This design comes from an exercise in tuning for small area, a short achievable clock period and few clock cycles on the open sky130 flow, not from production work. RTL that was checked went through simulation tests only; none was proved equivalent to the original. The RTL of run 1 was laid out without a check of its function.

File: flow/config.mk
export PLATFORM = sky130hd
export DESIGN_NAME = aggregate_top
export DESIGN_NICKNAME = aggregate_top
export VERILOG_FILES = /design/flow/design.v
export SDC_FILE = /design/flow/constraint.sdc
export NUM_CORES = 4
export LEC_CHECK = 0
export CAP_MARGIN = 20
export CORE_MARGIN = 2
export CORE_UTILIZATION = 40
export CTS_BUF_LIST = sky130_fd_sc_hd__clkbuf_16
export CTS_CLUSTER_DIAMETER = 70
export CTS_CLUSTER_SIZE = 24
export SETUP_SLACK_MARGIN = 5
export SLEW_MARGIN = 20
File: flow/constraint.sdc
create_clock -name core_clock -period 8.5 [get_ports {clk}]
set_input_delay 1.7000 -clock core_clock [delete_from_list [all_inputs] [get_ports {clk}]]
set_output_delay 1.7000 -clock core_clock [all_outputs]
set_load 0.01 [all_outputs]
File: flow/design.v
package agg_pkg;
	localparam int NUM_VERTICES = 16;  
	localparam int FEAT_LANES = 4;  
	localparam int ELEM_W = 16;
	localparam int VADDR_W = 4;  
	localparam int COUNT_W = 8;
	localparam int PROD_W = 2 * ELEM_W;  
	localparam int FEAT_W = FEAT_LANES * ELEM_W;  
	localparam int CODE_W = 24;  
	localparam int ISSUE_W = 1 + CODE_W + 1 + 1 + 1 + VADDR_W;
	localparam int ISSUE_DST = 0;  
	localparam int ISSUE_RUN_END = VADDR_W;  
	localparam int ISSUE_LAST = VADDR_W + 1;  
	localparam int ISSUE_FIRST = VADDR_W + 2;  
	localparam int ISSUE_WEIGHT = VADDR_W + 3;  
	localparam int ISSUE_VALID = VADDR_W + 3 + CODE_W;
	localparam int MUL_ROWS = 2;  
	localparam int MUL_EXT = 1;  
endpackage
package link_pkg;
	localparam int CREDITS = 4;  
	localparam int PTR_W = 2;  
	localparam int CNT_W = 3;  
	localparam logic REC_HEADER = 1'b0;
	localparam logic REC_EDGE = 1'b1;
	localparam int REC_W = 1 + 4 + 8 + 16;
	localparam int REC_WEIGHT = 0;  
	localparam int REC_COUNT = 16;  
	localparam int REC_ADDR = 24;  
	localparam int REC_KIND = 28;
endpackage
`timescale 1ns/100ps
module feature_buffer #(
	parameter bit FWD = 0  
) (
	input logic clk,
	input logic we,
	input logic [agg_pkg::VADDR_W-1:0] wr_addr,
	input logic [agg_pkg::FEAT_W-1:0] wr_data,
	input logic rd_en,
	input logic [agg_pkg::VADDR_W-1:0] rd_addr,
	output logic [agg_pkg::FEAT_W-1:0] rd_data
);
	logic [agg_pkg::NUM_VERTICES-1:0][agg_pkg::FEAT_W-1:0] mem;
	logic [agg_pkg::NUM_VERTICES-1:0] wr_sel;
	logic [agg_pkg::NUM_VERTICES-1:0] rd_sel;
	logic fwd_hit;
	logic [agg_pkg::FEAT_W-1:0] rd_next;
	for (genvar i = 0; i < agg_pkg::NUM_VERTICES; i++) begin : g_slot
		assign wr_sel[i] = we && (wr_addr == agg_pkg::VADDR_W'(i));
		always_ff @(posedge clk) begin
			if (wr_sel[i]) begin
				mem[i] <= wr_data;
			end
		end
	end
	assign fwd_hit = FWD && we && (wr_addr == rd_addr);
	for (genvar i = 0; i < agg_pkg::NUM_VERTICES; i++) begin : g_sel
		assign rd_sel[i] = (rd_addr == agg_pkg::VADDR_W'(i)) && !(FWD && wr_sel[i]);
	end
	always_comb begin
		rd_next = {agg_pkg::FEAT_W{fwd_hit}} & wr_data;
		for (int i = 0; i < agg_pkg::NUM_VERTICES; i++) begin
			rd_next = rd_next | ({agg_pkg::FEAT_W{rd_sel[i]}} & mem[i]);
		end
	end
	always_ff @(posedge clk) begin
		if (rd_en) begin
			rd_data <= rd_next;
		end
	end
endmodule
`timescale 1ns/100ps
module record_ingress (
	input logic clk,
	input logic rst,
	input logic rec_valid,
	input logic [link_pkg::REC_W-1:0] rec,
	input logic pop,
	output logic [link_pkg::REC_W-1:0] head,
	output logic head_valid,
	output logic [3:0] head_addr,  
	output logic credit_return
);
	localparam int SLOT_W = 1 + 4 + 16;  
	logic [SLOT_W-1:0] mem [link_pkg::CREDITS];
	logic [SLOT_W-1:0] slot_in;
	logic [SLOT_W-1:0] slot_out;
	logic [link_pkg::PTR_W-1:0] wr_ptr;
	logic [link_pkg::PTR_W-1:0] rd_ptr;
	logic [link_pkg::CNT_W-1:0] count;
	logic do_pop;
	logic [link_pkg::PTR_W-1:0] rd_ptr_next;
	assign slot_in = {rec[link_pkg::REC_KIND], rec[link_pkg::REC_ADDR +: 4],
		(rec[link_pkg::REC_KIND] == link_pkg::REC_HEADER)
			? {8'd0, rec[link_pkg::REC_COUNT +: 8]} : rec[link_pkg::REC_WEIGHT +: 16]};
	assign slot_out = mem[rd_ptr];
	assign head = {slot_out[20:16], slot_out[7:0], slot_out[15:0]};
	assign head_valid = (count != '0);
	assign do_pop = pop && head_valid;
	assign rd_ptr_next = rd_ptr + do_pop;
	always_ff @(posedge clk) begin
		if (rec_valid && wr_ptr == rd_ptr_next) begin
			head_addr <= rec[link_pkg::REC_ADDR +: 4];
		end else begin
			head_addr <= mem[rd_ptr_next][19:16];
		end
	end
	always_ff @(posedge clk) begin
		if (rec_valid) begin
			mem[wr_ptr] <= slot_in;  
		end
	end
	always_ff @(posedge clk) begin
		if (rst) begin
			wr_ptr <= '0;
			rd_ptr <= '0;
			count <= '0;
			credit_return <= 1'b0;
		end else begin
			credit_return <= do_pop;  
			if (rec_valid) begin
				wr_ptr <= wr_ptr + 1'b1;  
			end
			if (do_pop) begin
				rd_ptr <= rd_ptr + 1'b1;
			end
			case ({rec_valid, do_pop})
				2'b10: count <= count + 1'b1;
				2'b01: count <= count - 1'b1;
				default: count <= count;
			endcase
		end
	end
endmodule
`timescale 1ns/100ps
module aggregate_ctrl (
	input logic clk,
	input logic rst,
	input logic start,
	input logic [agg_pkg::COUNT_W-1:0] num_vertices,
	input logic [link_pkg::REC_W-1:0] head,
	input logic head_valid,
	input logic [agg_pkg::VADDR_W-1:0] head_addr_q,  
	input logic load_we,
	output logic pop,
	output logic [agg_pkg::VADDR_W-1:0] src_rd_addr,
	output logic src_rd_en,
	output logic [agg_pkg::ISSUE_W-1:0] issue,
	output logic done,
	output logic busy
);
	logic pf_valid;
	logic pf_stale;  
	logic pf_header;
	logic [agg_pkg::VADDR_W-1:0] pf_addr;
	logic [agg_pkg::COUNT_W-1:0] pf_count;
	logic pf_count0;
	logic pf_count1;
	logic [agg_pkg::CODE_W-1:0] pf_code;  
	logic issuing;  
	logic in_run;  
	logic [agg_pkg::COUNT_W-1:0] vert_left;  
	logic [agg_pkg::COUNT_W-1:0] edges_left;  
	logic vl_is0, vl_is1, vl_is2;
	logic el_is1, el_is2;
	logic [agg_pkg::VADDR_W-1:0] cur_dst;
	logic [agg_pkg::VADDR_W-1:0] head_addr;
	logic [agg_pkg::COUNT_W-1:0] head_count;
	logic [agg_pkg::ELEM_W-1:0] head_weight;
	logic head_header;
	logic [agg_pkg::CODE_W-1:0] head_code;
	logic [agg_pkg::COUNT_W-1:0] vl;  
	logic vl_eq0, vl_eq1, vl_eq2;  
	logic pf_ready;
	logic take;
	logic take_h;  
	logic take_e;  
	logic term_last;
	logic term_end;
	logic pf_valid_n;
	logic pf_stale_n;
	logic pf_header_n;
	logic pf_count0_n;
	logic vl_is0_n, vl_is1_n;
	logic el_is1_n;
	logic issuing_n;
	logic in_run_n;
	logic [agg_pkg::COUNT_W-1:0] vert_left_n;
	logic [agg_pkg::COUNT_W-1:0] edges_left_n;
	logic term_end_n;
	logic done_n;
	assign head_addr = head[link_pkg::REC_ADDR +: agg_pkg::VADDR_W];
	assign head_count = head[link_pkg::REC_COUNT +: agg_pkg::COUNT_W];
	assign head_weight = head[link_pkg::REC_WEIGHT +: agg_pkg::ELEM_W];
	assign head_header = (head[link_pkg::REC_KIND] == link_pkg::REC_HEADER);
	booth_enc enc_i (
		.w(head_header ? agg_pkg::ELEM_W'(1) : head_weight),
		.code(head_code)
	);
	assign vl = start ? num_vertices : vert_left;
	assign vl_eq0 = start ? (num_vertices == '0) : vl_is0;
	assign vl_eq1 = start ? (num_vertices == agg_pkg::COUNT_W'(1)) : vl_is1;
	assign vl_eq2 = start ? (num_vertices == agg_pkg::COUNT_W'(2)) : vl_is2;
	assign pf_ready = pf_valid && !pf_stale;
	assign take = pf_ready && (issuing || start);
	assign take_h = take && pf_header;
	assign take_e = take && !pf_header;
	assign pop = head_valid && !load_we && !pf_stale && (!pf_valid || take);
	assign src_rd_addr = pf_stale ? pf_addr : head_addr_q;
	assign src_rd_en = pop || (pf_stale && !load_we);
	assign term_last = pf_header ? pf_count0 : el_is1;
	assign term_end = pf_header ? (pf_count0 && vl_eq1) : (el_is1 && vl_eq0);
	always_comb begin
		pf_valid_n = pop || (pf_valid && !take);
		pf_stale_n = load_we && pf_valid;  
		pf_header_n = pop ? head_header : pf_header;
		pf_count0_n = pop ? (head_count == '0) : pf_count0;
		vert_left_n = vl - take_h;
		vl_is0_n = take_h ? vl_eq1 : vl_eq0;
		vl_is1_n = take_h ? vl_eq2 : vl_eq1;
		if (take_h) begin
			edges_left_n = pf_count;
			el_is1_n = pf_count1;
		end else if (take_e) begin
			edges_left_n = edges_left - 1'b1;
			el_is1_n = el_is2;
		end else if (start) begin
			edges_left_n = '0;
			el_is1_n = 1'b0;
		end else begin
			edges_left_n = edges_left;
			el_is1_n = el_is1;
		end
		issuing_n = (issuing || start) && !(take && term_end);
		in_run_n = (in_run || start) && !done;
		term_end_n = pf_header_n ? (pf_count0_n && vl_is1_n) : (el_is1_n && vl_is0_n);
		done_n = (issuing_n && pf_valid_n && !pf_stale_n && term_end_n)
			|| (start && take && term_end);
	end
	assign issue[agg_pkg::ISSUE_VALID] = take;
	assign issue[agg_pkg::ISSUE_FIRST] = pf_header;
	assign issue[agg_pkg::ISSUE_LAST] = term_last;
	assign issue[agg_pkg::ISSUE_RUN_END] = 1'b0;  
	assign issue[agg_pkg::ISSUE_WEIGHT +: agg_pkg::CODE_W] = pf_code;
	assign issue[agg_pkg::ISSUE_DST +: agg_pkg::VADDR_W] = pf_header ? pf_addr : cur_dst;
	always_ff @(posedge clk) begin
		if (rst) begin
			pf_valid <= 1'b0;
			pf_stale <= 1'b0;
			issuing <= 1'b0;
			in_run <= 1'b0;
			done <= 1'b0;
			busy <= 1'b0;
			vert_left <= '0;
			edges_left <= '0;
			vl_is0 <= 1'b1;
			vl_is1 <= 1'b0;
			vl_is2 <= 1'b0;
			el_is1 <= 1'b0;
			el_is2 <= 1'b0;
		end else begin
			pf_valid <= pf_valid_n;
			pf_stale <= pf_stale_n;
			issuing <= issuing_n;
			in_run <= in_run_n;
			done <= done_n;
			busy <= in_run_n && !done_n;
			vert_left <= vert_left_n;
			edges_left <= edges_left_n;
			vl_is0 <= vl_is0_n;
			vl_is1 <= vl_is1_n;
			vl_is2 <= (vert_left_n == agg_pkg::COUNT_W'(2));
			el_is1 <= el_is1_n;
			el_is2 <= (edges_left_n == agg_pkg::COUNT_W'(2));
		end
	end
	always_ff @(posedge clk) begin
		pf_header <= pf_header_n;
		pf_count0 <= pf_count0_n;
		if (pop) begin
			pf_addr <= head_addr;
			pf_count <= head_count;
			pf_count1 <= (head_count == agg_pkg::COUNT_W'(1));
			pf_code <= head_code;
		end
		if (take && pf_header) begin
			cur_dst <= pf_addr;
		end
	end
endmodule
`timescale 1ns/100ps
module vector_mac (
	input logic clk,
	input logic rst,
	input logic [agg_pkg::ISSUE_W-1:0] issue,
	input logic [agg_pkg::FEAT_W-1:0] src_data,
	output logic dst_we,
	output logic [agg_pkg::VADDR_W-1:0] dst_addr,
	output logic [agg_pkg::FEAT_W-1:0] dst_data
);
	localparam int ROWS = agg_pkg::MUL_ROWS;
	logic [agg_pkg::CODE_W-1:0] code;
	logic s2_valid;
	logic s2_last;
	logic [agg_pkg::VADDR_W-1:0] s2_dst;
	logic [agg_pkg::FEAT_LANES*ROWS*agg_pkg::ELEM_W-1:0] s1_rows;
	logic [agg_pkg::FEAT_LANES*ROWS*agg_pkg::ELEM_W-1:0] s2_rows;
	logic [agg_pkg::FEAT_LANES*agg_pkg::MUL_EXT-1:0] s1_ext;
	logic [agg_pkg::FEAT_LANES*agg_pkg::MUL_EXT-1:0] s2_ext;
	logic [agg_pkg::FEAT_W-1:0] acc;  
	logic acc_clear;  
	logic [agg_pkg::FEAT_W-1:0] acc_next;
	assign code = issue[agg_pkg::ISSUE_WEIGHT +: agg_pkg::CODE_W];
	for (genvar i = 0; i < agg_pkg::FEAT_LANES; i++) begin : g_lane
		localparam int RW = ROWS * agg_pkg::ELEM_W;
		mul_lo16_cs mul_i (
			.a(src_data[i*agg_pkg::ELEM_W +: agg_pkg::ELEM_W]),
			.code(code),
			.rows(s1_rows[i*RW +: RW]),
			.ext(s1_ext[i*agg_pkg::MUL_EXT +: agg_pkg::MUL_EXT])
		);
		acc_sum_cs sum_i (
			.acc(acc[i*agg_pkg::ELEM_W +: agg_pkg::ELEM_W]),
			.rows(s2_rows[i*RW +: RW]),
			.ext(s2_ext[i*agg_pkg::MUL_EXT +: agg_pkg::MUL_EXT]),
			.sum(acc_next[i*agg_pkg::ELEM_W +: agg_pkg::ELEM_W])  
		);
	end
	always_ff @(posedge clk) begin
		if (rst) begin
			s2_valid <= 1'b0;
		end else begin
			s2_valid <= issue[agg_pkg::ISSUE_VALID];
		end
	end
	always_ff @(posedge clk) begin
		s2_last <= issue[agg_pkg::ISSUE_LAST];
		s2_dst <= issue[agg_pkg::ISSUE_DST +: agg_pkg::VADDR_W];
		s2_rows <= s1_rows;
		s2_ext <= s1_ext;
	end
	assign acc_clear = issue[agg_pkg::ISSUE_VALID] && issue[agg_pkg::ISSUE_FIRST];
	always_ff @(posedge clk) begin
		if (acc_clear) begin
			acc <= '0;
		end else if (s2_valid) begin
			acc <= acc_next;
		end
	end
	assign dst_we = s2_valid && s2_last;
	assign dst_addr = s2_dst;
	assign dst_data = acc_next;
endmodule
module booth_enc (
	input logic [15:0] w,
	output logic [23:0] code  
);
	logic [16:0] wx;
	assign wx = {w, 1'b0};
	for (genvar j = 0; j < 8; j++) begin : g_digit
		logic b0, b1, b2;  
		assign b0 = wx[2*j];
		assign b1 = wx[2*j+1];
		assign b2 = wx[2*j+2];
		assign code[j] = b1 ^ b0;  
		assign code[8+j] = (b2 & !b1 & !b0) | (!b2 & b1 & b0);  
		assign code[16+j] = b2 & !(b1 & b0);  
	end
endmodule
module mul_lo16_cs (
	input logic [15:0] a,
	input logic [23:0] code,
	output logic [2*16-1:0] rows,
	output logic [1-1:0] ext  
);
	logic [7:0] one, two, neg;
	logic [16:0] ax;
	assign {neg, two, one} = code;
	assign ax = {a, 1'b0};
	logic [15:0] pp0;  
	for (genvar k = 0; k < 16; k++) begin : g_pp0
		assign pp0[k] = ((one[0] & ax[k+1]) | (two[0] & ax[k])) ^ neg[0];
	end
	logic [13:0] pp1;  
	for (genvar k = 0; k < 14; k++) begin : g_pp1
		assign pp1[k] = ((one[1] & ax[k+1]) | (two[1] & ax[k])) ^ neg[1];
	end
	logic [11:0] pp2;  
	for (genvar k = 0; k < 12; k++) begin : g_pp2
		assign pp2[k] = ((one[2] & ax[k+1]) | (two[2] & ax[k])) ^ neg[2];
	end
	logic [9:0] pp3;  
	for (genvar k = 0; k < 10; k++) begin : g_pp3
		assign pp3[k] = ((one[3] & ax[k+1]) | (two[3] & ax[k])) ^ neg[3];
	end
	logic [7:0] pp4;  
	for (genvar k = 0; k < 8; k++) begin : g_pp4
		assign pp4[k] = ((one[4] & ax[k+1]) | (two[4] & ax[k])) ^ neg[4];
	end
	logic [5:0] pp5;  
	for (genvar k = 0; k < 6; k++) begin : g_pp5
		assign pp5[k] = ((one[5] & ax[k+1]) | (two[5] & ax[k])) ^ neg[5];
	end
	logic [3:0] pp6;  
	for (genvar k = 0; k < 4; k++) begin : g_pp6
		assign pp6[k] = ((one[6] & ax[k+1]) | (two[6] & ax[k])) ^ neg[6];
	end
	logic [1:0] pp7;  
	for (genvar k = 0; k < 2; k++) begin : g_pp7
		assign pp7[k] = ((one[7] & ax[k+1]) | (two[7] & ax[k])) ^ neg[7];
	end
	logic m1;
	logic m2;
	logic m3;
	logic m4;
	logic m5;
	logic m6;
	logic m7;
	logic m8;
	logic m9;
	logic m10;
	logic m11;
	logic m12;
	logic m13;
	logic m14;
	logic m15;
	logic m16;
	logic m17;
	logic m18;
	logic m19;
	logic m20;
	logic m21;
	logic m22;
	logic m23;
	logic m24;
	logic m25;
	logic m26;
	logic m27;
	logic m28;
	logic m29;
	logic m30;
	logic m31;
	logic m32;
	logic m33;
	logic m34;
	logic m35;
	logic m36;
	logic m37;
	logic m38;
	logic m39;
	logic m40;
	logic m41;
	logic m42;
	logic m43;
	logic m44;
	logic m45;
	logic m46;
	logic m47;
	logic m48;
	logic m49;
	logic m50;
	logic m51;
	logic m52;
	logic m53;
	logic m54;
	logic m55;
	logic m56;
	logic m57;
	logic m58;
	logic m59;
	logic m60;
	logic m61;
	logic m62;
	logic m63;
	logic m64;
	logic m65;
	logic m66;
	logic m67;
	logic m68;
	logic m69;
	logic m70;
	logic m71;
	logic m72;
	logic m73;
	logic m74;
	logic m75;
	logic m76;
	logic m77;
	logic m78;
	logic m79;
	logic m80;
	logic m81;
	logic m82;
	logic m83;
	logic m84;
	logic m85;
	logic m86;
	logic m87;
	logic m88;
	logic m89;
	logic m90;
	logic m91;
	logic m92;
	logic m93;
	logic m94;
	logic m95;
	logic m96;
	logic m97;
	logic m98;
	assign m1 = pp0[10] ^ pp1[8];
	assign m2 = pp0[10] & pp1[8];
	assign m3 = pp0[11] ^ pp1[9];
	assign m4 = pp0[11] & pp1[9];
	assign m5 = pp0[12] ^ pp1[10] ^ pp2[8];
	assign m6 = (pp0[12] & pp1[10]) | (pp0[12] & pp2[8]) | (pp1[10] & pp2[8]);
	assign m7 = pp3[6] ^ pp4[4];
	assign m8 = pp3[6] & pp4[4];
	assign m9 = pp0[13] ^ pp1[11] ^ pp2[9];
	assign m10 = (pp0[13] & pp1[11]) | (pp0[13] & pp2[9]) | (pp1[11] & pp2[9]);
	assign m11 = pp3[7] ^ pp4[5];
	assign m12 = pp3[7] & pp4[5];
	assign m13 = pp0[14] ^ pp1[12] ^ pp2[10];
	assign m14 = (pp0[14] & pp1[12]) | (pp0[14] & pp2[10]) | (pp1[12] & pp2[10]);
	assign m15 = pp3[8] ^ pp4[6] ^ pp5[4];
	assign m16 = (pp3[8] & pp4[6]) | (pp3[8] & pp5[4]) | (pp4[6] & pp5[4]);
	assign m17 = pp6[2] ^ pp7[0];
	assign m18 = pp6[2] & pp7[0];
	assign m19 = pp0[6] ^ pp1[4];
	assign m20 = pp0[6] & pp1[4];
	assign m21 = pp0[7] ^ pp1[5];
	assign m22 = pp0[7] & pp1[5];
	assign m23 = pp0[8] ^ pp1[6] ^ pp2[4];
	assign m24 = (pp0[8] & pp1[6]) | (pp0[8] & pp2[4]) | (pp1[6] & pp2[4]);
	assign m25 = pp3[2] ^ pp4[0];
	assign m26 = pp3[2] & pp4[0];
	assign m27 = pp0[9] ^ pp1[7] ^ pp2[5];
	assign m28 = (pp0[9] & pp1[7]) | (pp0[9] & pp2[5]) | (pp1[7] & pp2[5]);
	assign m29 = pp3[3] ^ pp4[1];
	assign m30 = pp3[3] & pp4[1];
	assign m31 = m1 ^ pp2[6] ^ pp3[4];
	assign m32 = (m1 & pp2[6]) | (m1 & pp3[4]) | (pp2[6] & pp3[4]);
	assign m33 = pp4[2] ^ pp5[0] ^ neg[5];
	assign m34 = (pp4[2] & pp5[0]) | (pp4[2] & neg[5]) | (pp5[0] & neg[5]);
	assign m35 = m2 ^ m3 ^ pp2[7];
	assign m36 = (m2 & m3) | (m2 & pp2[7]) | (m3 & pp2[7]);
	assign m37 = pp3[5] ^ pp4[3] ^ pp5[1];
	assign m38 = (pp3[5] & pp4[3]) | (pp3[5] & pp5[1]) | (pp4[3] & pp5[1]);
	assign m39 = m4 ^ m5 ^ m7;
	assign m40 = (m4 & m5) | (m4 & m7) | (m5 & m7);
	assign m41 = pp5[2] ^ pp6[0] ^ neg[6];
	assign m42 = (pp5[2] & pp6[0]) | (pp5[2] & neg[6]) | (pp6[0] & neg[6]);
	assign m43 = m6 ^ m8 ^ m9;
	assign m44 = (m6 & m8) | (m6 & m9) | (m8 & m9);
	assign m45 = m11 ^ pp5[3] ^ pp6[1];
	assign m46 = (m11 & pp5[3]) | (m11 & pp6[1]) | (pp5[3] & pp6[1]);
	assign m47 = m10 ^ m12 ^ m13;
	assign m48 = (m10 & m12) | (m10 & m13) | (m12 & m13);
	assign m49 = m15 ^ m17 ^ neg[7];
	assign m50 = (m15 & m17) | (m15 & neg[7]) | (m17 & neg[7]);
	assign m51 = pp0[4] ^ pp1[2];
	assign m52 = pp0[4] & pp1[2];
	assign m53 = pp0[5] ^ pp1[3];
	assign m54 = pp0[5] & pp1[3];
	assign m55 = m19 ^ pp2[2] ^ pp3[0];
	assign m56 = (m19 & pp2[2]) | (m19 & pp3[0]) | (pp2[2] & pp3[0]);
	assign m57 = m20 ^ m21 ^ pp2[3];
	assign m58 = (m20 & m21) | (m20 & pp2[3]) | (m21 & pp2[3]);
	assign m59 = m22 ^ m23 ^ m25;
	assign m60 = (m22 & m23) | (m22 & m25) | (m23 & m25);
	assign m61 = m24 ^ m26 ^ m27;
	assign m62 = (m24 & m26) | (m24 & m27) | (m26 & m27);
	assign m63 = m28 ^ m30 ^ m31;
	assign m64 = (m28 & m30) | (m28 & m31) | (m30 & m31);
	assign m65 = m32 ^ m34 ^ m35;
	assign m66 = (m32 & m34) | (m32 & m35) | (m34 & m35);
	assign m67 = m36 ^ m38 ^ m39;
	assign m68 = (m36 & m38) | (m36 & m39) | (m38 & m39);
	assign m69 = m40 ^ m42 ^ m43;
	assign m70 = (m40 & m42) | (m40 & m43) | (m42 & m43);
	assign m71 = m44 ^ m46 ^ m47;
	assign m72 = (m44 & m46) | (m44 & m47) | (m46 & m47);
	assign m73 = pp0[2] ^ pp1[0];
	assign m74 = pp0[2] & pp1[0];
	assign m75 = pp0[3] ^ pp1[1];
	assign m76 = pp0[3] & pp1[1];
	assign m77 = m51 ^ pp2[0] ^ neg[2];
	assign m78 = (m51 & pp2[0]) | (m51 & neg[2]) | (pp2[0] & neg[2]);
	assign m79 = m52 ^ m53 ^ pp2[1];
	assign m80 = (m52 & m53) | (m52 & pp2[1]) | (m53 & pp2[1]);
	assign m81 = m54 ^ m55 ^ neg[3];
	assign m82 = (m54 & m55) | (m54 & neg[3]) | (m55 & neg[3]);
	assign m83 = m56 ^ m57 ^ pp3[1];
	assign m84 = (m56 & m57) | (m56 & pp3[1]) | (m57 & pp3[1]);
	assign m85 = m58 ^ m59 ^ neg[4];
	assign m86 = (m58 & m59) | (m58 & neg[4]) | (m59 & neg[4]);
	assign m87 = m60 ^ m61 ^ m29;
	assign m88 = (m60 & m61) | (m60 & m29) | (m61 & m29);
	assign m89 = m62 ^ m63 ^ m33;
	assign m90 = (m62 & m63) | (m62 & m33) | (m63 & m33);
	assign m91 = m64 ^ m65 ^ m37;
	assign m92 = (m64 & m65) | (m64 & m37) | (m65 & m37);
	assign m93 = m66 ^ m67 ^ m41;
	assign m94 = (m66 & m67) | (m66 & m41) | (m67 & m41);
	assign m95 = m68 ^ m69 ^ m45;
	assign m96 = (m68 & m69) | (m68 & m45) | (m69 & m45);
	assign m97 = m70 ^ m71 ^ m49;
	assign m98 = (m70 & m71) | (m70 & m49) | (m71 & m49);
	assign rows[0*16 +: 16] = {(pp0[15] ^ pp1[13] ^ pp2[11] ^ pp3[9] ^ pp4[7] ^ pp5[5] ^ pp6[3] ^ pp7[1] ^ m14 ^ m16 ^ m18), m96, m94, m92, m90, m88, m86, m84, m82, m80, m78, m76, m74, m73, pp0[1], pp0[0]};
	assign rows[1*16 +: 16] = {(m48 ^ m50 ^ m72), m97, m95, m93, m91, m89, m87, m85, m83, m81, m79, m77, m75, neg[1], 1'b0, neg[0]};
	assign ext[0] = m98;
endmodule
module acc_sum_cs (
	input logic [15:0] acc,
	input logic [2*16-1:0] rows,
	input logic [1-1:0] ext,
	output logic [15:0] sum
);
	logic s1;
	logic s2;
	logic s3;
	logic s4;
	logic s5;
	logic s6;
	logic s7;
	logic s8;
	logic s9;
	logic s10;
	logic s11;
	logic s12;
	logic s13;
	logic s14;
	logic s15;
	logic s16;
	logic s17;
	logic s18;
	logic s19;
	logic s20;
	logic s21;
	logic s22;
	logic s23;
	logic s24;
	logic s25;
	logic s26;
	logic s27;
	logic s28;
	logic s29;
	logic s30;
	logic s31;
	logic s32;
	logic s33;
	logic s34;
	assign s1 = acc[15] ^ rows[0*16+15];
	assign s2 = acc[15] & rows[0*16+15];
	assign s3 = acc[0] ^ rows[0*16+0];
	assign s4 = acc[0] & rows[0*16+0];
	assign s5 = acc[1] ^ rows[0*16+1] ^ rows[1*16+1];
	assign s6 = (acc[1] & rows[0*16+1]) | (acc[1] & rows[1*16+1]) | (rows[0*16+1] & rows[1*16+1]);
	assign s7 = acc[2] ^ rows[0*16+2] ^ rows[1*16+2];
	assign s8 = (acc[2] & rows[0*16+2]) | (acc[2] & rows[1*16+2]) | (rows[0*16+2] & rows[1*16+2]);
	assign s9 = acc[3] ^ rows[0*16+3] ^ rows[1*16+3];
	assign s10 = (acc[3] & rows[0*16+3]) | (acc[3] & rows[1*16+3]) | (rows[0*16+3] & rows[1*16+3]);
	assign s11 = acc[4] ^ rows[0*16+4] ^ rows[1*16+4];
	assign s12 = (acc[4] & rows[0*16+4]) | (acc[4] & rows[1*16+4]) | (rows[0*16+4] & rows[1*16+4]);
	assign s13 = acc[5] ^ rows[0*16+5] ^ rows[1*16+5];
	assign s14 = (acc[5] & rows[0*16+5]) | (acc[5] & rows[1*16+5]) | (rows[0*16+5] & rows[1*16+5]);
	assign s15 = acc[6] ^ rows[0*16+6] ^ rows[1*16+6];
	assign s16 = (acc[6] & rows[0*16+6]) | (acc[6] & rows[1*16+6]) | (rows[0*16+6] & rows[1*16+6]);
	assign s17 = acc[7] ^ rows[0*16+7] ^ rows[1*16+7];
	assign s18 = (acc[7] & rows[0*16+7]) | (acc[7] & rows[1*16+7]) | (rows[0*16+7] & rows[1*16+7]);
	assign s19 = acc[8] ^ rows[0*16+8] ^ rows[1*16+8];
	assign s20 = (acc[8] & rows[0*16+8]) | (acc[8] & rows[1*16+8]) | (rows[0*16+8] & rows[1*16+8]);
	assign s21 = acc[9] ^ rows[0*16+9] ^ rows[1*16+9];
	assign s22 = (acc[9] & rows[0*16+9]) | (acc[9] & rows[1*16+9]) | (rows[0*16+9] & rows[1*16+9]);
	assign s23 = acc[10] ^ rows[0*16+10] ^ rows[1*16+10];
	assign s24 = (acc[10] & rows[0*16+10]) | (acc[10] & rows[1*16+10]) | (rows[0*16+10] & rows[1*16+10]);
	assign s25 = acc[11] ^ rows[0*16+11] ^ rows[1*16+11];
	assign s26 = (acc[11] & rows[0*16+11]) | (acc[11] & rows[1*16+11]) | (rows[0*16+11] & rows[1*16+11]);
	assign s27 = acc[12] ^ rows[0*16+12] ^ rows[1*16+12];
	assign s28 = (acc[12] & rows[0*16+12]) | (acc[12] & rows[1*16+12]) | (rows[0*16+12] & rows[1*16+12]);
	assign s29 = acc[13] ^ rows[0*16+13] ^ rows[1*16+13];
	assign s30 = (acc[13] & rows[0*16+13]) | (acc[13] & rows[1*16+13]) | (rows[0*16+13] & rows[1*16+13]);
	assign s31 = acc[14] ^ rows[0*16+14] ^ rows[1*16+14];
	assign s32 = (acc[14] & rows[0*16+14]) | (acc[14] & rows[1*16+14]) | (rows[0*16+14] & rows[1*16+14]);
	assign s33 = s1 ^ rows[1*16+15] ^ ext[0];
	assign s34 = (s1 & rows[1*16+15]) | (s1 & ext[0]) | (rows[1*16+15] & ext[0]);
	assign sum = {s32, s30, s28, s26, s24, s22, s20, s18, s16, s14, s12, s10, s8, s6, s4, s3} + {s33, s31, s29, s27, s25, s23, s21, s19, s17, s15, s13, s11, s9, s7, s5, rows[1*16+0]};
endmodule
`timescale 1ns/100ps
module aggregate_top (
	input logic clk,
	input logic rst,
	input logic start,
	input logic [agg_pkg::COUNT_W-1:0] num_vertices,
	input logic rec_valid,
	input logic [link_pkg::REC_W-1:0] rec,
	output logic credit_return,
	input logic load_we,
	input logic [agg_pkg::VADDR_W-1:0] load_addr,
	input logic [agg_pkg::FEAT_W-1:0] load_data,
	input logic [agg_pkg::VADDR_W-1:0] rd_addr,
	output logic [agg_pkg::FEAT_W-1:0] rd_data,
	output logic busy,
	output logic done
);
	logic [link_pkg::REC_W-1:0] head;
	logic head_valid;
	logic [agg_pkg::VADDR_W-1:0] head_addr;
	logic pop;
	logic [agg_pkg::VADDR_W-1:0] src_rd_addr;
	logic src_rd_en;
	logic [agg_pkg::FEAT_W-1:0] src_data;
	logic [agg_pkg::ISSUE_W-1:0] issue;
	logic dst_we;
	logic [agg_pkg::VADDR_W-1:0] dst_addr;
	logic [agg_pkg::FEAT_W-1:0] dst_data;
	record_ingress ingress_i (
		.clk(clk),
		.rst(rst),
		.rec_valid(rec_valid),
		.rec(rec),
		.pop(pop),
		.head(head),
		.head_valid(head_valid),
		.head_addr(head_addr),
		.credit_return(credit_return)
	);
	aggregate_ctrl ctrl_i (
		.clk(clk),
		.rst(rst),
		.start(start),
		.num_vertices(num_vertices),
		.head(head),
		.head_valid(head_valid),
		.head_addr_q(head_addr),
		.load_we(load_we),
		.pop(pop),
		.src_rd_addr(src_rd_addr),
		.src_rd_en(src_rd_en),
		.issue(issue),
		.done(done),
		.busy(busy)
	);
	feature_buffer #(.FWD(0)) src_buf_i (  
		.clk(clk),
		.we(load_we),
		.wr_addr(load_addr),
		.wr_data(load_data),
		.rd_en(src_rd_en),
		.rd_addr(src_rd_addr),
		.rd_data(src_data)
	);
	vector_mac mac_i (
		.clk(clk),
		.rst(rst),
		.issue(issue),
		.src_data(src_data),
		.dst_we(dst_we),
		.dst_addr(dst_addr),
		.dst_data(dst_data)
	);
	feature_buffer #(.FWD(1)) dst_buf_i (  
		.clk(clk),
		.we(dst_we),
		.wr_addr(dst_addr),
		.wr_data(dst_data),
		.rd_en(1'b1),
		.rd_addr(rd_addr),
		.rd_data(rd_data)
	);
endmodule
File: flow/flow/run.sh
#!/bin/bash
set -euo pipefail
MARGIN=5.7
sed "s/SETUP_SLACK_MARGIN=[0-9.]*/SETUP_SLACK_MARGIN=$MARGIN/" standard.sh > standard_margin.sh
grep -q "SETUP_SLACK_MARGIN=$MARGIN" standard_margin.sh
bash standard_margin.sh > standard.log 2>&1
File: flow/standard.sh
#!/bin/bash
# synth_recipe.tcl (not shown) runs the flow's synth.tcl, then flattens the netlist and writes it again
# the make line also repeats each setting of config.mk as NAME=value (left out here)
make -C /OpenROAD-flow-scripts/flow DESIGN_CONFIG=/design/flow/config.mk WORK_HOME=/design/flow/orfs CLKGATE_MAP_FILE= SYNTH_SCRIPT=/design/flow/synth_recipe.tcl "${@:-finish}"
==> results.py, run 1 <==
metrics = {
    "finish": {
        "nets": 7432,
        "finalInstanceArea_sq_mm": 0.1243,
        "syn_to_final_growth_pct": 21.13,
        "layout-drive-gt1-share_pct": 23.59,
        "utilization_pct": 48.81,
    },
    "setup_path": {
        "cp.required_ps": 9290,
        "slowest_delay_ps": 860,
        "critPathBufInv": 2,
        "cp_top_family": "adder cells",
        "worstSetupStartpointType": "register",
        "path_cells": "a22oi_1, xnor2_1, ha_1, inv_1, fa_2, fa_1, inv_2, fa_2",
        "arrival_ps": 4070,
        "cp_slowest_cell": "edfxtp_1",
        "cp-end-kind": "register",
        "cp_max_fo": 13,
        "crit_top_cell": "fa_2",
        "worstSetupPathType": "reg -> reg",
    },
    "synthesis": {
        "synth_top_area_share_pct": 65.47,
        "synth.distinct_cells": 90,
        "synth_commonest_cells": "edfxtp_1 (2237), a22oi_1 (913), xnor2_1 (303), dfxtp_1 (299), clkbuf_1 (277)",
        "yosysWarnings": 5,
        "netlist_top_cells_area": "edfxtp_1 (65%), a22oi_1 (6.7%), dfxtp_1 (5.8%)",
        "synth_edf_count": 2237,
        "synth_flop_cell": "edfxtp_1",
        "synth-seq-cells": 2536,
        "postSynth.asyncResetShare_pct": 0,
        "syn_nets": 6813,
        "syn_inst": 6374,
        "yosysMostFrequentCell": "edfxtp_1",
        "yosysTopAreaCell": "edfxtp_1",
        "syn_area_per_cell_sq_um": 16.10,
        "synth_area_sq_mm": 0.1026,
        "synth-seq-area-share_pct": 71.30,
    },
    "floorplanning": {
        "core_area_sq_mm": 0.2546,
        "fp-row-count": 185,
        "initial_core_util_pct": 40.30,
        "die_y_um": 510.5,
        "io_pins": 181,
        "die_w_um": 510.5,
        "dieArea_sq_mm": 0.2606,
    },
    "sta": {
        "skew_ps": 50.57,
        "setup_viol": 0,
        "relSlewSlack_pct": 23.79,
        "rsz0062_at_grt": "yes",
        "tightest_slew_ps": 1142,
        "timing.fmax_mhz": 304.1,
        "timing.hold.ws_ps": 456.8,
        "report.final.slew_viol_count": 0,
        "period_minus_slack_ps": 3288,
        "post-route-period-util_pct": 38.68,
        "finalHoldViolCount": 0,
        "setup_tns_ps": 0,
    },
    "cts": {
        "cts_tree": "done",
        "htreeDepth": 4,
        "numCtsBuffers": 142,
        "clkTransAtPathRegs_ps": 90,
        "cts_num_sinks": 2536,
        "clock_latency_ps": 850,
        "clock_path_buffers": 3,
        "root_buffer": "clkbuf_16",
    },
    "detailed_routing": {
        "firstDrtPassIters": 9,
        "drt_iter0_markers": 9769,
        "vias": 64650,
        "wl_met3_mm": 36.72,
        "top_layer": "met5",
        "avgViaCountPerCell": 6.177,
        "drt-wirelength-per-cell_um": 32.56,
        "wl_met2_mm": 163.5,
        "drcViolationCount": 0,
        "routed_wl_mm": 340.8,
        "ant_nets": 0,
        "wl_met1_mm": 125.6,
    },
    "run_status": {
        "status": "complete, no violations",
    },
    "placed_design": {
        "numPortBuffers": 180,
        "dp_hpwl_mm": 171.0,
        "place_area_sq_mm": 0.1092,
        "gp_congestion": 0.8049,
    },
    "hold_path": {
        "hold_class": "reg -> reg",
    },
    "global_routing": {
        "grt_pass1_vias": 62750,
        "grt_pass1_wl_mm": 474.2,
        "antenna_found_initial": 45,
        "grt.total_usage_pct": 25.48,
        "grt_max_degree": 81,
        "globalRoute.totalOverflow": 0,
    },
    "run": {
        "maxCapViolations": 0,
    },
}
==> cells by family after synthesis <==
| logic type | count (synthesis) | share of synthesized area (%) |
|---|---|---|
| flip-flops | 2536 | 71.30 |
| AO/OA/AOI/OAI | 1665 | 12.53 |
| AND/OR/NAND/NOR | 746 | 3.699 |
| buffers and inverters | 595 | 2.316 |
| XOR/XNOR | 399 | 3.406 |
| adder cells (fa/ha/maj) | 325 | 5.346 |
| multiplexers | 108 | 1.399 |
==> repair_timing <==
item                                    in CTS  in global routing
buffers inserted                           328                 82
hold endpoints to repair                     0                  0
pin swaps                                  312                160
gates cloned                                80                 14
hold buffers                                 0                  0
resized for setup                         1294                363
endpoints found under the setup margin    2970               1282
==> cells in the final DEF (no fill, tap or decap), types with 95 or more instances in the layout <==
cell type	n
a222oi_1	117
a22o_1	109
a22oi_1	835
buf_12	105
buf_4	309
buf_6	227
clkbuf_16	153
clkdlybuf4s50_1	95
dfxtp_1	219
edfxtp_1	2237
fa_1	135
ha_1	102
inv_1	162
nand4_1	106
nor2_1	185
xnor2_1	278
==> routing by layer <==
layer  GRT usage, %  vias up
met5              0        -
met4          9.965       50
met3          5.174      691
met2          42.21     3936
met1          32.87    33380
li1               -    26590
==> worst register-to-register path, cell delays in order, from the launching register on <==
cell	delay [ps]
edfxtp_1	860
a22oi_1	230
xnor2_1	240
ha_1	260
inv_1	100
fa_2	460
fa_1	510
inv_2	40
fa_2	540
==> cell type report <==
| cell class | count | area (sq um) |
|---|---|---|
| inverter | 181 | 752.0 |
| multi-input combinational | 3254 | 30500 |
| fill | 21030 | 130300 |
| tap | 3366 | 4212 |
| antenna | 11 | 27.53 |
| clock buffer | 145 | 3628 |
| timing repair buffer | 862 | 10740 |
| timing repair inverter | 16 | 121.4 |
| sequential | 2536 | 73350 |
| clock inverter | 95 | 947.2 |
==> flip-flops by register name (all words and copies together), names as in the netlist, 2 cells and up, named ones only <==
register / flops
dst_buf_i.mem: 1024
ctrl_i.pf_addr: 4
ingress_i.count: 3
src_buf_i.mem: 1024
ingress_i.rd_ptr: 2
ctrl_i.pf_count: 8
ingress_i.mem: 84
ingress_i.wr_ptr: 2
mac_i.s2_ext: 4
mac_i.s2_rows: 118
ingress_i.head_addr: 4
ctrl_i.pf_code: 24
mac_i.acc: 64
ctrl_i.edges_left: 8
ctrl_i.cur_dst: 4
dst_buf_i.rd_data: 64
src_buf_i.rd_data: 64
mac_i.s2_dst: 4
ctrl_i.vert_left: 8
==> path summary, 6_finish.rpt <==
path	startpoint	to	cells after the start	slack, ps
max	src_buf_i.rd_data[51]	mac_i.s2_rows[124]	8	5210
min	ctrl_i.done	ctrl_i.in_run	1	460
max reg2reg	src_buf_i.rd_data[51]	mac_i.s2_rows[124]	8	5210
min reg2reg	ctrl_i.done	ctrl_i.in_run	1	460
==> per-stage QoR <==
step                      cells  setup slack, ps
final                     10470             5212
after global routing      10460             5106
after floorplan            6374             3951
after CTS                 10360             5237
after global placement     9709             3064
after detailed placement   9710             2938
==> run 2, diff against run 1 <==
--- a/flow/design.v
+++ b/flow/design.v
@@ -148,4 +148,5 @@
 	output logic src_rd_en,
 	output logic [agg_pkg::ISSUE_W-1:0] issue,
+	output logic [agg_pkg::CODE_W-1:0] code_n,  
 	output logic done,
 	output logic busy
@@ -159,4 +160,5 @@
 	logic pf_count1;
 	logic [agg_pkg::CODE_W-1:0] pf_code;  
+	logic [agg_pkg::CODE_W-1:0] pf_code_n;  
 	logic issuing;  
 	logic in_run;  
@@ -244,4 +246,5 @@
 	assign issue[agg_pkg::ISSUE_RUN_END] = 1'b0;  
 	assign issue[agg_pkg::ISSUE_WEIGHT +: agg_pkg::CODE_W] = pf_code;
+	assign code_n = pf_code_n;
 	assign issue[agg_pkg::ISSUE_DST +: agg_pkg::VADDR_W] = pf_header ? pf_addr : cur_dst;
 	always_ff @(posedge clk) begin
@@ -284,4 +287,5 @@
 			pf_count1 <= (head_count == agg_pkg::COUNT_W'(1));
 			pf_code <= head_code;
+			pf_code_n <= ~head_code;
 		end
 		if (take && pf_header) begin
@@ -295,4 +299,5 @@
 	input logic rst,
 	input logic [agg_pkg::ISSUE_W-1:0] issue,
+	input logic [agg_pkg::CODE_W-1:0] code_n,  
 	input logic [agg_pkg::FEAT_W-1:0] src_data,
 	output logic dst_we,
@@ -317,5 +322,5 @@
 		mul_lo16_cs mul_i (
 			.a(src_data[i*agg_pkg::ELEM_W +: agg_pkg::ELEM_W]),
-			.code(code),
+			.code(i < agg_pkg::FEAT_LANES / 2 ? code : ~code_n),
 			.rows(s1_rows[i*RW +: RW]),
 			.ext(s1_ext[i*agg_pkg::MUL_EXT +: agg_pkg::MUL_EXT])
@@ -712,4 +717,5 @@
 	logic [agg_pkg::FEAT_W-1:0] src_data;
 	logic [agg_pkg::ISSUE_W-1:0] issue;
+	logic [agg_pkg::CODE_W-1:0] code_n;
 	logic dst_we;
 	logic [agg_pkg::VADDR_W-1:0] dst_addr;
@@ -739,4 +745,5 @@
 		.src_rd_en(src_rd_en),
 		.issue(issue),
+		.code_n(code_n),
 		.done(done),
 		.busy(busy)
@@ -755,4 +762,5 @@
 		.rst(rst),
 		.issue(issue),
+		.code_n(code_n),
 		.src_data(src_data),
 		.dst_we(dst_we),
==> flow/flow/run.sh (replaced) <==
#!/bin/bash
set -euo pipefail
MARGIN=5.55
sed "s/SETUP_SLACK_MARGIN=[0-9.]*/SETUP_SLACK_MARGIN=$MARGIN/" standard.sh > standard_margin.sh
grep -q "SETUP_SLACK_MARGIN=$MARGIN" standard_margin.sh
bash standard_margin.sh > standard.log 2>&1
==> run 2 against run 1 <==
Compared with the run above: utilization shrank 1.3 points; first-iteration DRC count shrank 15%; critical path depth rose by 2; sequential share of layout area increased by 1.7 points; still clean; largest cell class unchanged; critical path type unchanged.
==> results.py, run 2 <==
metrics = {
    "run_status": {
        "status": "complete, no violations",
    },
    "finish": {
        "utilization_pct": 47.51,
        "seq_area_sq_mm": 0.07413,
        "nets": 7358,
        "layout_common_cells": "edfxtp_1 (2261), a22oi_1 (699), buf_4 (333), xnor2_1 (296), dfxtp_1 (216)",
        "top_regs": "dst_buf_i.mem: 1024 flops, src_buf_i.mem: 1024 flops, mac_i.s2_rows: 120 flops",
        "layout-drive-gt1-share_pct": 20.62,
        "syn_to_final_growth_pct": 18.00,
        "nFillCells": 21610,
        "final_common_cell": "edfxtp_1",
        "multi_input_area_sq_mm": 0.02975,
    },
    "floorplanning": {
        "io_pins": 181,
        "die_w_um": 512.5,
        "die_y_um": 512.5,
        "dieArea_sq_mm": 0.2627,
        "initial_core_util_pct": 40.26,
        "core_area_sq_mm": 0.2569,
        "fp-row-count": 186,
    },
    "hold_path": {
        "hold_class": "reg -> reg",
        "min_from": "ctrl_i.done",
    },
    "sta": {
        "timing.fmax_mhz": 308.9,
        "setup_tns_ps": 0,
        "period_minus_slack_ps": 3237,
        "rsz0062_at_grt": "yes",
        "setup_viol": 0,
        "tightest_slew_ps": 1010,
        "skew_ps": 34.97,
        "report.final.slew_viol_count": 0,
        "finalHoldViolCount": 0,
        "post-route-period-util_pct": 38.08,
        "relSlewSlack_pct": 32.35,
        "timing.hold.ws_ps": 465.6,
    },
    "synthesis": {
        "synth_top_area_share_pct": 65.64,
        "syn_inst": 6439,
        "netlist_top_cells_area": "edfxtp_1 (66%), dfxtp_1 (5.8%), a22oi_1 (5.5%)",
        "synth_adder_area_share_pct": 5.303,
        "synth.distinct_cells": 94,
        "synth_top_family_by_area": "compound AO/OA/AOI/OAI gates",
        "synth_edf_count": 2261,
        "yosysWarnings": 5,
        "synth-seq-cells": 2562,
        "yosysMostFrequentCell": "edfxtp_1",
        "post_synth_and_or_nand_nor_area_fraction_pct": 3.551,
        "yosysTopAreaCell": "edfxtp_1",
        "synth_xor_area_share_pct": 3.455,
        "postSynth.asyncResetShare_pct": 0,
        "synth_area_sq_mm": 0.1034,
        "synth_mux_area_share_pct": 1.442,
        "syn_area_per_cell_sq_um": 16.06,
        "synth-seq-area-share_pct": 71.46,
        "syn_nets": 6878,
        "synth_flop_cell": "edfxtp_1",
        "synth_commonest_cells": "edfxtp_1 (2261), a22oi_1 (759), xnor2_1 (320), dfxtp_1 (301), clkbuf_1 (263)",
        "synth-compound-area-share_pct": 12.31,
    },
    "detailed_routing": {
        "drt-wirelength-per-cell_um": 30.84,
        "drcViolationCount": 0,
        "routed_wl_mm": 321.2,
        "firstDrtPassIters": 9,
        "ant_nets": 0,
        "avgViaCountPerCell": 6.048,
        "drt_iter0_markers": 8273,
        "vias": 63000,
    },
    "placed_design": {
        "numPortBuffers": 180,
        "gp_congestion": 0.8120,
        "dp_hpwl_mm": 172.8,
    },
    "cts": {
        "root_buffer": "clkbuf_16",
        "clock_latency_ps": 860,
        "clock_path_buffers": 3,
        "clkTransAtPathRegs_ps": 80,
        "cts_tree": "done",
        "numCtsBuffers": 144,
        "cts_num_sinks": 2562,
        "htreeDepth": 4,
    },
    "setup_path": {
        "cp-startpoint": "src_buf_i.rd_data[43]",
        "worstSetupPathType": "reg -> reg",
        "r2r-start": "src_buf_i.rd_data[43]",
        "cp_max_fo": 5,
        "worstSetupStartpointType": "register",
        "cp-end-kind": "register",
        "cp.required_ps": 9290,
        "arrival_ps": 4030,
    },
    "global_routing": {
        "grt_max_degree": 65,
        "grt_pass1_vias": 61230,
        "antenna_found_initial": 33,
        "grt_pass1_wl_mm": 450.6,
        "grt.total_usage_pct": 23.67,
        "globalRoute.totalOverflow": 0,
    },
    "run": {
        "maxCapViolations": 0,
    },
}
-- run 2: cell type report --
class / instances / area share, %
tap: 3384 / 3.469
timing repair buffer: 725 / 6.618
inverter: 238 / 0.8067
multi-input combinational: 3241 / 24.37
timing repair inverter: 7 / 0.04305
antenna: 11 / 0.02255
clock inverter: 100 / 0.9082
sequential: 2562 / 60.73
clock buffer: 148 / 3.034
-- run 2: cells by family after synthesis --
family                     after synthesis
DFF                                   2562
AOI/OAI and AO/OA                     1666
and+or+nand+nor                        724
buffers and inverters                  642
xor gates and xnor gates               408
adders and majority gates              325
muxes                                  112
-- run 2: critical path: stages, from the launching register on --
cell	delay, ps
edfxtp_1	370
inv_1	300
o22ai_2	140
xnor2_1	170
fa_1	530
inv_2	40
fa_1	530
inv_2	50
fa_1	510
inv_2	40
fa_2	500
-- run 2: final timing paths --
kind / endpoint / cells after the start / slack, ps
worst max-delay path: mac_i.s2_rows[94] / 10 / 5260
worst min-delay path: ctrl_i.in_run / 1 / 470
worst max register to register: mac_i.s2_rows[94] / 10 / 5260
worst min register to register: ctrl_i.in_run / 1 / 470
-- run 2: stage by stage --
stage / area [sq um] / std cells / setup WS (ps)
after floorplan: 104200 / 6439 / 4063
after global placement: 110300 / 9803 / 3319
after detailed placement: 110400 / 9805 / 3270
after CTS: 120200 / 10320 / 5246
after global routing: 122000 / 10410 / 5195
final: 122100 / 10420 / 5263
-- run 2: metal layers --
| metal | share of wire, % | GRT usage (%) |
|---|---|---|
| met1 | 39 | 31.41 |
| met2 | 49 | 39.53 |
| met3 | 8.4 | 3.607 |
| met4 | 3.9 | 8.378 |
| met5 | 0.059 | 0 |
-- run 2: what timing repair did --
item,4_1_cts,5_1_grt
setup endpoints to repair,2357,917
resized for setup,965,273
hold buffers,0,0
buffers inserted,230,80
pin swaps,167,147
gates cloned,33,9
Testbench counts of run 2, summed over its fixed seeds: cycles 3,824.
==> run 3, diff against run 2 <==
==> flow/flow/run.sh (replaced) <==
#!/bin/bash
set -euo pipefail
MARGIN=5.4
sed "s/SETUP_SLACK_MARGIN=[0-9.]*/SETUP_SLACK_MARGIN=$MARGIN/" standard.sh > standard_margin.sh
grep -q "SETUP_SLACK_MARGIN=$MARGIN" standard_margin.sh
bash standard_margin.sh > standard.log 2>&1
==> run 3 against run 2 <==
Compared with the run above: still clean on timing, DRC and antenna; worst setup slack worse by 18 ps; via count is 0.27% lower; area after synthesis stayed put; cell count is 1.0% lower; non-clock buffer count is 115 lower; global-route usage is 0.72 points lower; critical endpoint is now mac_i.s2_rows[126]; highest routed layer unchanged.
==> results.py, run 3 <==
metrics = {
    "run": {
        "maxCapViolations": 0,
    },
    "finish": {
        "final_common_cell": "edfxtp_1",
        "finalInstanceArea_sq_mm": 0.1198,
        "top_regs": "dst_buf_i.mem: 1024 flops, src_buf_i.mem: 1024 flops, mac_i.s2_rows: 120 flops",
        "syn_to_final_growth_pct": 15.80,
        "nets": 7246,
        "layout_common_cells": "edfxtp_1 (2261), a22oi_1 (699), xnor2_1 (306), buf_4 (275), dfxtp_1 (231)",
        "nFillCells": 21880,
        "layout-drive-gt1-share_pct": 17.99,
    },
    "floorplanning": {
        "fp-row-count": 186,
        "initial_core_util_pct": 40.26,
        "die_y_um": 512.5,
        "dieArea_sq_mm": 0.2627,
        "die_w_um": 512.5,
        "core_area_sq_mm": 0.2569,
        "io_pins": 181,
    },
    "sta": {
        "relSlewSlack_pct": 26.46,
        "setup_viol": 0,
        "rsz0062_at_grt": "yes",
        "setup_tns_ps": 0,
        "skew_ps": 73.77,
        "tightest_slew_ps": 1103,
        "report.final.slew_viol_count": 0,
        "post-route-period-util_pct": 38.30,
        "finalHoldViolCount": 0,
        "period_minus_slack_ps": 3256,
        "timing.fmax_mhz": 307.2,
    },
    "cts": {
        "clock_path_buffers": 3,
        "clock_latency_ps": 870,
        "cts_tree": "done",
        "cts_hold_buf": 0,
        "htreeDepth": 4,
        "clkTransAtPathRegs_ps": 90,
        "root_buffer": "clkbuf_16",
        "cts_num_sinks": 2562,
        "numCtsBuffers": 150,
    },
    "hold_path": {
        "hold_class": "reg -> reg",
        "whs_path_depth": 1,
    },
    "global_routing": {
        "globalRoute.totalOverflow": 0,
        "grt_max_degree": 74,
        "grt_pass1_vias": 60700,
        "grt.total_usage_pct": 22.95,
        "antenna_found_initial": 35,
        "grt_pass1_wl_mm": 441.0,
    },
    "synthesis": {
        "synth_edf_count": 2261,
        "synth-seq-cells": 2562,
        "yosysTopAreaCell": "edfxtp_1",
        "syn_inst": 6439,
        "synth_area_sq_mm": 0.1034,
        "synth-seq-area-share_pct": 71.46,
        "synth_flop_cell": "edfxtp_1",
        "postSynth.asyncResetShare_pct": 0,
        "syn_nets": 6878,
        "synth.distinct_cells": 94,
        "yosysMostFrequentCell": "edfxtp_1",
        "netlist_top_cells_area": "edfxtp_1 (66%), dfxtp_1 (5.8%), a22oi_1 (5.5%)",
        "synth_commonest_cells": "edfxtp_1 (2261), a22oi_1 (759), xnor2_1 (320), dfxtp_1 (301), clkbuf_1 (263)",
        "syn_area_per_cell_sq_um": 16.06,
        "yosysWarnings": 5,
        "synth_top_area_share_pct": 65.64,
    },
    "detailed_routing": {
        "firstDrtPassIters": 8,
        "ant_nets": 0,
        "avgViaCountPerCell": 6.093,
        "vias": 62830,
        "drcViolationCount": 0,
        "drt_iter0_markers": 8317,
        "routed_wl_mm": 314.0,
        "drt-wirelength-per-cell_um": 30.45,
    },
    "run_status": {
        "status": "complete, no violations",
    },
    "setup_path": {
        "rr_endpoint": "mac_i.s2_rows[126]",
        "path_cells": "inv_2, o22ai_2, xnor2_2, fa_1, inv_1, fa_1, inv_1, fa_1, inv_2, fa_2",
        "cp_slowest_cell": "edfxtp_1",
        "cp-endpoint": "mac_i.s2_rows[126]",
        "cp-end-kind": "register",
        "crit_top_cell": "fa_1",
        "worstSetupStartpointType": "register",
        "cp.required_ps": 9280,
        "cp-startpoint": "src_buf_i.rd_data[61]",
        "arrival_ps": 4040,
        "slowest_delay_ps": 570,
        "cp_max_fo": 3,
        "rrSetupSlack_ps": 5240,
        "reg2reg_depth": 10,
        "worstSetupPathType": "reg -> reg",
        "r2r-start": "src_buf_i.rd_data[61]",
    },
    "placed_design": {
        "dp_hpwl_mm": 173.6,
        "place_area_sq_mm": 0.1103,
        "gp_congestion": 0.8464,
        "numPortBuffers": 180,
    },
}
[run 3: changes by cell type in the layout (fill, tap and decap cells not counted), sizes merged, moves of 3 or more]
cell | before | now
clkdlybuf4s50 | 100 | 104
bufinv | 8 | 4
inv | 273 | 277
clkinvlp | 27 | 22
clkinv | 37 | 47
bufbuf | 20 | 9
clkdlybuf4s15 | 0 | 3
dlymetal6s2s | 3 | 0
buf | 589 | 487
[run 3: cell families (layout without fill, tap and decap cells)]
| kind of cell | count (synthesis) | in the layout | share of synthesized area [%] |
|---|---|---|---|
| AO/OA/AOI/OAI | 1666 | 1667 | 12.31 |
| multiplexers | 112 | 112 | 1.442 |
| other | 0 | 13 | 0 |
| flip-flops | 2562 | 2562 | 71.46 |
| adder cells (fa/ha/maj) | 325 | 325 | 5.303 |
| buffers and inverters | 642 | 1113 | 2.478 |
| XOR/XNOR | 408 | 409 | 3.455 |
| AND/OR/NAND/NOR | 724 | 727 | 3.551 |
[run 3: cell type report]
type                    instances  area [sq um]  share of cell area, %
inverters                     238         958.4                 0.8001
well taps                    3384          4234                  3.535
clock inverters               107          1216                  1.015
repair inverters                5         37.54                0.03134
diodes                         13         32.53                0.02716
clock buffers                 153          3829                  3.196
multi-input cells            3240         29070                  24.27
repair buffers                610          6320                  5.276
flip-flops and latches       2562         74090                  61.85
[run 3: through the flow]
stage	instances	utilization [%]	hold slack (ps)	setup slack (ps)
after global routing	10300	46.61	481.9	5195
after CTS	10220	46.02	473.0	5217
after detailed placement	9801	42.93	466.9	3401
final	10310	46.62	460.9	5244
after global placement	9800	42.92	455.3	3467
after floorplan	6439	-	346.2	4063
[run 3: worst max-delay path: cells and delay by family, from the launching register on]
kind            cells  cell delay (ps)
xor+xnor            1              110
compound gates      1              220
flops               1              570
buf+inv             4              250
fa+ha+maj           4             2010
[run 3: how the worst min path moves through the flow]
stage / start / to
after global routing: ctrl_i.done / ctrl_i.in_run
after floorplan: ctrl_i.pf_code[16] / mac_i.s2_rows[48]
final: ctrl_i.done / ctrl_i.in_run
after detailed placement: dst_buf_i.mem[964] / dst_buf_i.rd_data[4]
after global placement: dst_buf_i.mem[276] / dst_buf_i.rd_data[20]
after CTS: ctrl_i.pf_valid / ctrl_i.pf_stale
[run 3: repair_timing]
item	in CTS	in global routing
cloned	14	14
pin swaps	97	102
gates resized for setup	734	218
endpoints found under the setup margin	2235	681
setup buffers	147	63
[run 3: layer usage]
| layer | vias up | global-route usage (%) | share of wire [%] |
|---|---|---|---|
| met5 | - | 0 | 0.072 |
| met4 | 34 | 6.353 | 2.9 |
| met3 | 496 | 3.285 | 8.8 |
| met2 | 3326 | 38.32 | 49 |
| met1 | 32700 | 31.33 | 40 |
| li1 | 26270 | - | - |
==> run 4, diff against run 3 <==
--- a/flow/config.mk
+++ b/flow/config.mk
@@ -12,4 +12,5 @@
 export CTS_CLUSTER_DIAMETER = 70
 export CTS_CLUSTER_SIZE = 24
+export PLACE_DENSITY = 0.68
 export SETUP_SLACK_MARGIN = 5
 export SLEW_MARGIN = 20
==> run 4 against run 3 <==
Compared with the run above: highest routed layer unchanged; critical endpoint unchanged; die area did not move; utilization decreased by 0.17 points; flip-flop and latch count is the same; worst hold slack got worse by 12 ps; via count increased by 1.1%; design area is 0.36% lower; sequential share of layout area is 0.21 points higher; still clean on timing, DRC and antenna; clock skew is 23 ps lower.
==> results.py, run 4 <==
metrics = {
    "global_routing": {
        "globalRoute.totalOverflow": 0,
        "grt_pass1_wl_mm": 430.7,
        "grt_pass1_vias": 61630,
        "grt_max_degree": 78,
        "antenna_found_initial": 39,
        "grt.total_usage_pct": 22.19,
    },
    "detailed_routing": {
        "drt-wirelength-per-cell_um": 29.85,
        "wl_met2_mm": 144.8,
        "top_layer": "met5",
        "vias": 63500,
        "wl_met1_mm": 114.7,
        "routed_wl_mm": 307.3,
        "ant_nets": 0,
        "avgViaCountPerCell": 6.168,
        "drt_iter0_markers": 9622,
        "firstDrtPassIters": 8,
        "wl_met3_mm": 34.29,
        "drcViolationCount": 0,
    },
    "floorplanning": {
        "die_y_um": 512.5,
        "die_w_um": 512.5,
        "dieArea_sq_mm": 0.2627,
        "fp-row-count": 186,
        "io_pins": 181,
        "initial_core_util_pct": 40.26,
        "core_area_sq_mm": 0.2569,
    },
    "sta": {
        "report.final.slew_viol_count": 0,
        "post-route-period-util_pct": 38.14,
        "setup_viol": 0,
        "relSlewSlack_pct": 24.20,
        "rsz0062_at_grt": "yes",
        "tightest_slew_ps": 1131,
        "period_minus_slack_ps": 3242,
        "finalHoldViolCount": 0,
        "skew_ps": 50.96,
        "setup_tns_ps": 0,
        "timing.fmax_mhz": 308.4,
        "fin_ws_ps": 5258,
    },
    "placed_design": {
        "gp_congestion": 0.8366,
        "numPortBuffers": 180,
        "dp_slack_ps": 3338,
        "place_area_sq_mm": 0.1103,
        "dp_hpwl_mm": 170.3,
    },
    "finish": {
        "layout_common_cells": "edfxtp_1 (2261), a22oi_1 (701), xnor2_1 (299), buf_4 (284), dfxtp_1 (232)",
        "final_common_cell": "edfxtp_1",
        "finalInstanceArea_sq_mm": 0.1194,
        "syn_to_final_growth_pct": 15.38,
        "top_regs": "dst_buf_i.mem: 1024 flops, src_buf_i.mem: 1024 flops, mac_i.s2_rows: 120 flops",
        "layout-drive-gt1-share_pct": 17.68,
        "nets": 7245,
        "nFillCells": 21520,
    },
    "synthesis": {
        "synth_area_sq_mm": 0.1034,
        "synth_commonest_cells": "edfxtp_1 (2261), a22oi_1 (759), xnor2_1 (320), dfxtp_1 (301), clkbuf_1 (263)",
        "yosysTopAreaCell": "edfxtp_1",
        "syn_inst": 6439,
        "synth_edf_count": 2261,
        "synth_top_area_share_pct": 65.64,
        "synth-seq-area-share_pct": 71.46,
        "netlist_top_cells_area": "edfxtp_1 (66%), dfxtp_1 (5.8%), a22oi_1 (5.5%)",
        "yosysWarnings": 5,
        "syn_nets": 6878,
        "synth-seq-cells": 2562,
        "postSynth.asyncResetShare_pct": 0,
        "yosysMostFrequentCell": "edfxtp_1",
        "synth_flop_cell": "edfxtp_1",
        "syn_area_per_cell_sq_um": 16.06,
        "synth.distinct_cells": 94,
    },
    "setup_path": {
        "worstSetupPathType": "reg -> reg",
        "rrSetupSlack_ps": 5260,
        "cp-end-kind": "register",
        "r2r-start": "src_buf_i.rd_data[60]",
        "arrival_ps": 4020,
        "rr_endpoint": "mac_i.s2_rows[126]",
        "cp_max_fo": 4,
        "reg2reg_depth": 10,
        "worstSetupStartpointType": "register",
        "cp.required_ps": 9280,
    },
    "cts": {
        "htreeDepth": 4,
        "clock_latency_ps": 870,
        "clkTransAtPathRegs_ps": 90,
        "root_buffer": "clkbuf_16",
        "clock_path_buffers": 3,
        "cts_num_sinks": 2562,
        "cts_tree": "done",
        "cts_hold_buf": 0,
        "numCtsBuffers": 139,
    },
    "hold_path": {
        "holdPathEnd": "ctrl_i.in_run",
        "whs_path_depth": 1,
        "hold_class": "reg -> reg",
        "min_from": "ctrl_i.done",
    },
    "run_status": {
        "status": "complete, no violations",
    },
    "run": {
        "maxCapViolations": 0,
    },
}
==> run 4: layout make-up <==
type	instances	area, sq um	area share (%)
diodes	15	37.54	0.03145
clock buffers	139	3478	2.914
clock inverters	92	1039	0.8701
inverters	238	974.7	0.8166
multi-input cells	3244	29170	24.44
flip-flops and latches	2562	74080	62.07
well taps	3384	4234	3.548
repair buffers	616	6299	5.277
repair inverters	5	37.54	0.03145
==> run 4: logic make-up after synthesis <==
logic type	share of synthesized area, %
fa+ha+maj	5.303
flops	71.46
mux	1.442
buf+inv	2.478
simple gates	3.551
xor+xnor	3.455
compound gates	12.31
==> run 4: layer usage <==
metal / vias up / track usage (%)
met3: 755 / 4.131
li1: 26240 / -
met2: 4079 / 36.18
met5: - / 0
met1: 32380 / 29.69
met4: 48 / 7.918
==> run 4: how the worst max path moves through the flow <==
| stage | to | startpoint | depth (start not counted) | slack (ps) |
|---|---|---|---|---|
| 6_report | mac_i.s2_rows[126] | src_buf_i.rd_data[60] | 10 | 5260 |
| 3_5_place_dp | src_buf_i.mem[257] | load_we | 5 | 3340 |
| 5_1_grt | dst_buf_i.mem[525] | mac_i.s2_rows[4] | 11 | 5190 |
| 2_1_floorplan | src_buf_i.mem[128] | load_we | 3 | 4060 |
| 3_3_place_gp | src_buf_i.mem[279] | load_we | 5 | 3400 |
| 4_1_cts | src_buf_i.rd_data[55] | ctrl_i.pf_stale | 9 | 5250 |
==> run 4: through the flow <==
stage | util (%) | instances | hold WS, ps
6_report | 46.45 | 10300 | 448.5
3_5_place_dp | 42.94 | 9798 | 434.1
3_3_place_gp | 42.93 | 9796 | 436.8
5_1_grt | 46.44 | 10280 | 464.7
4_1_cts | 45.84 | 10200 | 441.6
2_1_floorplan | - | 6439 | 346.2
==> run 4: timing repair <==
item                       4_1_cts  5_1_grt
pin swaps                       90       95
setup endpoints to repair     2331      912
setup buffers                  160       61
gates resized for setup        724      219
cloned                          15       15
==> run 4: worst max-delay path: stages (launching register included) <==
cell and delay [ps]:
edfxtp_1 540, inv_2 150, o22ai_1 120, xnor2_1 160
fa_1 540, inv_1 60, fa_1 490, inv_2 40
fa_1 510, inv_2 50, fa_2 510

==> port drivers added, routing unchanged <==
No port has a modelled driver above. Below, the same layouts with a new extraction and two added sets of constraints.
Step 1, drivers: a clkbuf_16 drives clk and a buf_2 each remaining input, both assumed.
Step 2, shift: input delay + t, output delay - t, t = (earliest + latest rising clock arrival at the registers) / 2. This alone moves slack from input paths to output paths.
a / b / c = no drivers / after step 1 / after step 2; a / b = the first two.
| run | t, ns | setup slack, ns | worst setup path after step 2 |
|---|---|---|---|
| run 1 | 0.921 | 5.212 / 5.212 / 4.739 | input to register |
| run 2 | 0.940 | 5.263 / 5.263 / 4.625 | input to register |
| run 3 | 0.929 | 5.244 / 5.244 / 4.501 | input to register |
| run 4 | 0.936 | 5.258 / 5.258 / 4.523 | input to register |
After both steps every run listed still meets setup and hold. For run 3, which loses most, drivers alone change the setup slack by 0.000 ns; drivers and shift together by -0.743 ns.
